This is an optimization exercise on Yosys and OpenROAD, whose aim is small area and a short achievable clock period, not a production implementation. At most, simulation tests tie the RTL to the original design; equivalence was not proved. Power and IR drop assume default switching activity.

== v6 ==
## ws2812b_frame_feeder
module ws2812b_frame_feeder
#(
    parameter int LEDCOUNT = 36,
    parameter int ADDR_W   = 6,
    parameter int FPS_DIV  = 90000
) (
    input  logic               clk,
    input  logic               resetn,
    input  logic               wr_en,
    input  logic [ADDR_W-1:0]  wr_addr,
    input  logic [PIXEL_W-1:0] wr_data,
    input  logic               commit,
    output logic               bitstream_available,
    output logic [PIXEL_W-1:0] bitstream,
    input  logic               bitstream_read,
    output logic               frame_busy,
    output logic               frame_done,
    output logic               commit_pending,
    output logic               frame_overrun
);
==> module ws2812b_dec_hi, before the edit <==
module ws2812b_dec_hi (
    input  logic       i_en,
    input  logic [2:0] i_addr,
    output logic [4:0] o_n
);
    always_comb begin
        for (int k = 0; k < 5; k++) o_n[k] = !(i_en && (i_addr == 3'(k)));
    end
endmodule
==> module ws2812b_pixel_ram, before the edit <==
module ws2812b_pixel_ram
#(
    parameter int LEDCOUNT = 36,
    parameter int ADDR_W   = 6
) (
    input  logic                clk,
    input  logic                i_wr_en,
    input  logic                i_wr_bank,
    input  logic [ADDR_W-1:0]   i_wr_addr,
    input  logic [PIXEL_W-1:0]  i_wr_data,
    input  logic                i_rd_bank,
    input  logic [LEDCOUNT-1:0] i_rd_sel,     
    output logic [PIXEL_W-1:0]  o_rd_data     
);
    logic [LEDCOUNT-1:0][PIXEL_W-1:0] r_bank0;
    logic [LEDCOUNT-1:0][PIXEL_W-1:0] r_bank1;
    logic [LEDCOUNT-1:0]              w_we0;
    logic [LEDCOUNT-1:0]              w_we1;
    logic [7:0]                       w_lo_n;
    logic [4:0]                       w_hi0_n;
    logic [4:0]                       w_hi1_n;
    ws2812b_dec_lo u_dec_lo (
        .i_addr (i_wr_addr[2:0]),
        .o_n    (w_lo_n)
    );
    ws2812b_dec_hi u_dec_hi0 (
        .i_en   (i_wr_en && !i_wr_bank),
        .i_addr (i_wr_addr[5:3]),
        .o_n    (w_hi0_n)
    );
    ws2812b_dec_hi u_dec_hi1 (
        .i_en   (i_wr_en && i_wr_bank),
        .i_addr (i_wr_addr[5:3]),
        .o_n    (w_hi1_n)
    );
    genvar w;
    generate
        for (w = 0; w < LEDCOUNT; w++) begin : g_we
            ws2812b_nor2 u_we0 (.a (w_hi0_n[w / 8]), .b (w_lo_n[w % 8]), .y (w_we0[w]));
            ws2812b_nor2 u_we1 (.a (w_hi1_n[w / 8]), .b (w_lo_n[w % 8]), .y (w_we1[w]));
        end
    endgenerate
    always_ff @(posedge clk) begin
        for (int i = 0; i < LEDCOUNT; i++) begin
            if (w_we0[i]) r_bank0[i] <= i_wr_data;
            if (w_we1[i]) r_bank1[i] <= i_wr_data;
        end
    end
    logic [PIXEL_W-1:0][5:0] r_part;
    logic [PIXEL_W-1:0][5:0] w_part;
    always_ff @(posedge clk) begin
        r_part <= w_part;
    end
    genvar b, i;
    generate
        for (b = 0; b < PIXEL_W; b++) begin : g_bit
            logic [LEDCOUNT-1:0] w_col0;
            logic [LEDCOUNT-1:0] w_col1;
            logic                w_rd0_n;
            logic                w_rd1_n;
            for (i = 0; i < LEDCOUNT; i++) begin : g_col
                assign w_col0[i] = r_bank0[i][b];
                assign w_col1[i] = r_bank1[i][b];
            end
            ws2812b_rd_bank_bit u_rd0 (.i_sel (i_rd_sel), .i_data (w_col0), .o_or (w_part[b][2:0]));
            ws2812b_rd_bank_bit u_rd1 (.i_sel (i_rd_sel), .i_data (w_col1), .o_or (w_part[b][5:3]));
            ws2812b_nor3 u_nor0 (.a (r_part[b][0]), .b (r_part[b][1]), .c (r_part[b][2]), .y (w_rd0_n));
            ws2812b_nor3 u_nor1 (.a (r_part[b][3]), .b (r_part[b][4]), .c (r_part[b][5]), .y (w_rd1_n));
            ws2812b_mux2i u_mux (.a0 (w_rd0_n), .a1 (w_rd1_n), .s (i_rd_bank), .y (o_rd_data[b]));
        end
    endgenerate
endmodule
==> module ws2812b_frame_feeder, before the edit <==
module ws2812b_frame_feeder
#(
    parameter int LEDCOUNT = 36,
    parameter int ADDR_W   = 6,
    parameter int FPS_DIV  = 90000
) (
    input  logic               clk,
    input  logic               resetn,
    input  logic               wr_en,
    input  logic [ADDR_W-1:0]  wr_addr,
    input  logic [PIXEL_W-1:0] wr_data,
    input  logic               commit,
    output logic               bitstream_available,
    output logic [PIXEL_W-1:0] bitstream,
    input  logic               bitstream_read,
    output logic               frame_busy,
    output logic               frame_done,
    output logic               commit_pending,
    output logic               frame_overrun
);
    localparam logic [16:0] TICK_SEED = 17'h1ffff;
    localparam logic [16:0] TICK_PRE  = 17'h1b6e1;
    logic [16:0] r_lfsr;
    logic        r_tick;
    logic        r_busy;
    logic        r_load;
    logic        r_avail;
    logic        r_front;
    logic        r_pending;
    logic        r_done;
    logic        r_overrun;
    logic [LEDCOUNT-1:0] r_sel;    
    logic [PIXEL_W-1:0] r_bitstream;
    logic        w_start;
    logic        w_swap;
    logic        w_fetch;
    logic        w_take;
    logic        w_last;
    logic        w_wr_en;
    logic [PIXEL_W-1:0] w_rd_data;
    assign w_start = !r_busy && r_tick;
    assign w_swap  = w_start && (r_pending || commit);
    assign w_fetch = r_busy && !r_load && !r_avail;
    assign w_take  = r_avail && bitstream_read;
    assign w_last  = w_take && r_sel[LEDCOUNT-1];
    assign w_wr_en = wr_en && (wr_addr < ADDR_W'(LEDCOUNT));
    always_ff @(posedge clk) begin
        if (!resetn || r_tick) begin
            r_lfsr <= TICK_SEED;
        end else begin
            r_lfsr <= {r_lfsr[15:0], r_lfsr[16] ^ r_lfsr[13]};
        end
    end
    always_ff @(posedge clk) begin
        if (!resetn) begin
            r_tick    <= 1'b0;
            r_busy    <= 1'b0;
            r_load    <= 1'b0;
            r_avail   <= 1'b0;
            r_front   <= 1'b0;
            r_pending <= 1'b0;
            r_done    <= 1'b0;
            r_overrun <= 1'b0;
        end else begin
            r_tick    <= (r_lfsr == TICK_PRE);
            r_load    <= w_fetch;
            r_done    <= w_last;
            r_overrun <= r_tick && r_busy;
            r_pending <= !w_swap && (r_pending || commit);
            if (w_swap) r_front <= !r_front;
            if (w_start)     r_busy <= 1'b1;
            else if (w_last) r_busy <= 1'b0;
            if (r_load)      r_avail <= 1'b1;
            else if (w_take) r_avail <= 1'b0;
        end
    end
    always_ff @(posedge clk) begin
        if (w_start) begin
            r_sel <= LEDCOUNT'(1);
        end else if (w_take) begin
            r_sel <= {r_sel[LEDCOUNT-2:0], r_sel[LEDCOUNT-1]};
        end
    end
    always_ff @(posedge clk) begin
        r_bitstream <= {w_rd_data[15:8], w_rd_data[23:16], w_rd_data[7:0]};
    end
    ws2812b_pixel_ram #(
        .LEDCOUNT (LEDCOUNT),
        .ADDR_W   (ADDR_W)
    ) u_pixel_ram (
        .clk       (clk),
        .i_wr_en   (w_wr_en),
        .i_wr_bank (!r_front),
        .i_wr_addr (wr_addr),
        .i_wr_data (wr_data),
        .i_rd_bank (r_front),
        .i_rd_sel  (r_sel),
        .o_rd_data (w_rd_data)
    );
    assign bitstream_available = r_avail;
    assign bitstream           = r_bitstream;
    assign frame_busy          = r_busy;
    assign frame_done          = r_done;
    assign commit_pending      = r_pending;
    assign frame_overrun       = r_overrun;
endmodule
==> flow/config.mk <==
export PLATFORM = sky130hd
export DESIGN_NAME = ws2812b_frame_feeder
export DESIGN_NICKNAME = ws2812b_frame_feeder
export VERILOG_FILES = /design/flow/design.v
export SDC_FILE = /design/flow/constraint.sdc
export NUM_CORES = 4
export LEC_CHECK = 0
export CAP_MARGIN = 20
export CORE_MARGIN = 2
export CORE_UTILIZATION = 65
export CTS_CLUSTER_DIAMETER = 100
export CTS_CLUSTER_SIZE = 28
export SETUP_SLACK_MARGIN = 2.8
export SLEW_MARGIN = 20
export SYNTH_HIERARCHICAL = 1
==> flow/constraint.sdc <==
create_clock -name core_clock -period 5.0 [get_ports {clk}]
set_input_delay 1.0000 -clock core_clock [delete_from_list [all_inputs] [get_ports {clk}]]
set_output_delay 1.0000 -clock core_clock [all_outputs]
set_load 0.01 [all_outputs]
standard.sh (not shown) runs the stock make flow with config.mk's settings and CLKGATE_MAP_FILE= SYNTH_SCRIPT=/design/flow/synth_recipe.tcl, a recipe that flattens the netlist after the stock synthesis.
==> flow/flow/run.sh <==
#!/bin/bash
# Standard layout, with clock tree synthesis told not to add dummy loads.
set -euo pipefail
export CTS_ARGS="-sink_clustering_enable -repair_clock_nets -dont_use_dummy_load -sink_clustering_size 28 -sink_clustering_max_diameter 100"
bash standard.sh > standard.log 2>&1
> inputs changed (v6 -> v7)
--- a/flow/design.v
+++ b/flow/design.v
@@ -43,15 +43,17 @@
         for (int k = 0; k < 8; k++) o_n[k] = !(i_addr == 3'(k));
     end
 endmodule
 module ws2812b_dec_hi (
     input  logic       i_en,
+    input  logic       i_bank,
+    input  logic       i_sel,
     input  logic [2:0] i_addr,
     output logic [4:0] o_n
 );
     always_comb begin
-        for (int k = 0; k < 5; k++) o_n[k] = !(i_en && (i_addr == 3'(k)));
+        for (int k = 0; k < 5; k++) o_n[k] = !(i_en && (i_sel == i_bank) && (i_addr == 3'(k)));
     end
 endmodule
 module ws2812b_mux2i (
     input  logic a0, a1, s,
     output logic y
@@ -96,40 +98,58 @@
     input  logic [LEDCOUNT-1:0] i_rd_sel,     
     output logic [PIXEL_W-1:0]  o_rd_data     
 );
     logic [LEDCOUNT-1:0][PIXEL_W-1:0] r_bank0;
     logic [LEDCOUNT-1:0][PIXEL_W-1:0] r_bank1;
+    logic                             r_wr_en;
+    logic                             r_wr_bank;
+    logic [ADDR_W-1:0]                r_wr_addr;
+    logic [PIXEL_W-1:0]               r_wr_data;
     logic [LEDCOUNT-1:0]              w_we0;
     logic [LEDCOUNT-1:0]              w_we1;
     logic [7:0]                       w_lo_n;
     logic [4:0]                       w_hi0_n;
     logic [4:0]                       w_hi1_n;
+    always_ff @(posedge clk) begin
+        r_wr_en   <= i_wr_en;
+        r_wr_bank <= i_wr_bank;
+        r_wr_addr <= i_wr_addr;
+        r_wr_data <= i_wr_data;
+    end
     ws2812b_dec_lo u_dec_lo (
-        .i_addr (i_wr_addr[2:0]),
+        .i_addr (r_wr_addr[2:0]),
         .o_n    (w_lo_n)
     );
     ws2812b_dec_hi u_dec_hi0 (
-        .i_en   (i_wr_en && !i_wr_bank),
-        .i_addr (i_wr_addr[5:3]),
+        .i_en   (r_wr_en),
+        .i_bank (1'b0),
+        .i_sel  (r_wr_bank),
+        .i_addr (r_wr_addr[5:3]),
         .o_n    (w_hi0_n)
     );
     ws2812b_dec_hi u_dec_hi1 (
-        .i_en   (i_wr_en && i_wr_bank),
-        .i_addr (i_wr_addr[5:3]),
+        .i_en   (r_wr_en),
+        .i_bank (1'b1),
+        .i_sel  (r_wr_bank),
+        .i_addr (r_wr_addr[5:3]),
         .o_n    (w_hi1_n)
     );
+    assign w_we0[0] = i_wr_en && !i_wr_bank && (i_wr_addr == '0);
+    assign w_we1[0] = i_wr_en &&  i_wr_bank && (i_wr_addr == '0);
     genvar w;
     generate
-        for (w = 0; w < LEDCOUNT; w++) begin : g_we
+        for (w = 1; w < LEDCOUNT; w++) begin : g_we
             ws2812b_nor2 u_we0 (.a (w_hi0_n[w / 8]), .b (w_lo_n[w % 8]), .y (w_we0[w]));
             ws2812b_nor2 u_we1 (.a (w_hi1_n[w / 8]), .b (w_lo_n[w % 8]), .y (w_we1[w]));
         end
     endgenerate
     always_ff @(posedge clk) begin
-        for (int i = 0; i < LEDCOUNT; i++) begin
-            if (w_we0[i]) r_bank0[i] <= i_wr_data;
-            if (w_we1[i]) r_bank1[i] <= i_wr_data;
+        if (w_we0[0]) r_bank0[0] <= i_wr_data;
+        if (w_we1[0]) r_bank1[0] <= i_wr_data;
+        for (int i = 1; i < LEDCOUNT; i++) begin
+            if (w_we0[i]) r_bank0[i] <= r_wr_data;
+            if (w_we1[i]) r_bank1[i] <= r_wr_data;
         end
     end
     logic [PIXEL_W-1:0][5:0] r_part;
     logic [PIXEL_W-1:0][5:0] w_part;
     always_ff @(posedge clk) begin
@@ -191,18 +211,16 @@
     logic        w_start;
     logic        w_swap;
     logic        w_fetch;
     logic        w_take;
     logic        w_last;
-    logic        w_wr_en;
     logic [PIXEL_W-1:0] w_rd_data;
     assign w_start = !r_busy && r_tick;
     assign w_swap  = w_start && (r_pending || commit);
     assign w_fetch = r_busy && !r_load && !r_avail;
     assign w_take  = r_avail && bitstream_read;
     assign w_last  = w_take && r_sel[LEDCOUNT-1];
-    assign w_wr_en = wr_en && (wr_addr < ADDR_W'(LEDCOUNT));
     always_ff @(posedge clk) begin
         if (!resetn || r_tick) begin
             r_lfsr <= TICK_SEED;
         end else begin
             r_lfsr <= {r_lfsr[15:0], r_lfsr[16] ^ r_lfsr[13]};
@@ -244,11 +262,11 @@
     ws2812b_pixel_ram #(
         .LEDCOUNT (LEDCOUNT),
         .ADDR_W   (ADDR_W)
     ) u_pixel_ram (
         .clk       (clk),
-        .i_wr_en   (w_wr_en),
+        .i_wr_en   (wr_en),         
         .i_wr_bank (!r_front),
         .i_wr_addr (wr_addr),
         .i_wr_data (wr_data),
         .i_rd_bank (r_front),
         .i_rd_sel  (r_sel),
[summary]
Cell at the slowest stage of the critical path = sky130_fd_sc_hd__a222oi_1: v7; cell at the slowest stage of the critical path = sky130_fd_sc_hd__or4b_4: v6. Placed wire-length estimate: v7 better than v6. Against v6, non-clock buffer count in v7 fell by more than a quarter. Run comparison: v6 start-to-end type of the worst setup path input pin to flop; v7 start-to-end type of the worst setup path flop to flop. Compared with v6, v7 shows a chip height that is 1.7 um higher. The lower share of total power in the clock network came out of v6. v7 against v6: worst setup slack rose by 0.30 ns; global router's overall resource usage fell by 2.1 points. Across both runs, number of buffers added by the clock tree synthesis step was higher for v7 than for v6. [compare] base=v6 new=v7: number of flip-flops and latches moved up; share of total power in combinational logic moved down; sum of met2 wire segment lengths after detailed routing moved down. As far as sequential area share after synthesis is concerned, v6 and v7 perform about the same. Via count for v7 is lower than for v6. Of v7 and v6, the lower utilization belongs to v7.
Only the layout flow was run in v6; the RTL was not checked for function there.

## separate check: timing with driven ports
The results above use ideal ports. As a check the final layouts listed here were re-extracted and re-timed, cells and wires unchanged. Step 1, drivers: a clkbuf_16 drives clk and a buf_2 each remaining input, both assumed. Step 2 adds t to the input delays and takes it off the output delays; t is the mean of the earliest and latest rising clock arrival at the registers after step 1. Input paths then give back, and output paths get back, about the clock's delay inside the block. Slacks: no drivers / after step 1 / after step 2; pairs: no drivers / after step 1.
| run | t (ns) | setup slack, ns | hold slack, ns | worst setup path at the end | latest minus earliest clock arrival (ns) |
|---|---|---|---|---|---|
| v6 | 0.758 | 2.376 / 2.414 / 1.655 | 0.445 / 0.445 / 0.445 | input to register | 0.041 / 0.041 |
| v7 | 0.746 | 2.673 / 2.673 / 2.092 | 0.448 / 0.448 / 0.448 | input to register | 0.065 / 0.065 |
After both steps every run listed still meets setup and hold. The setup slack of v6, which loses most, moves by +0.038 ns with the drivers and by -0.721 ns with both steps.
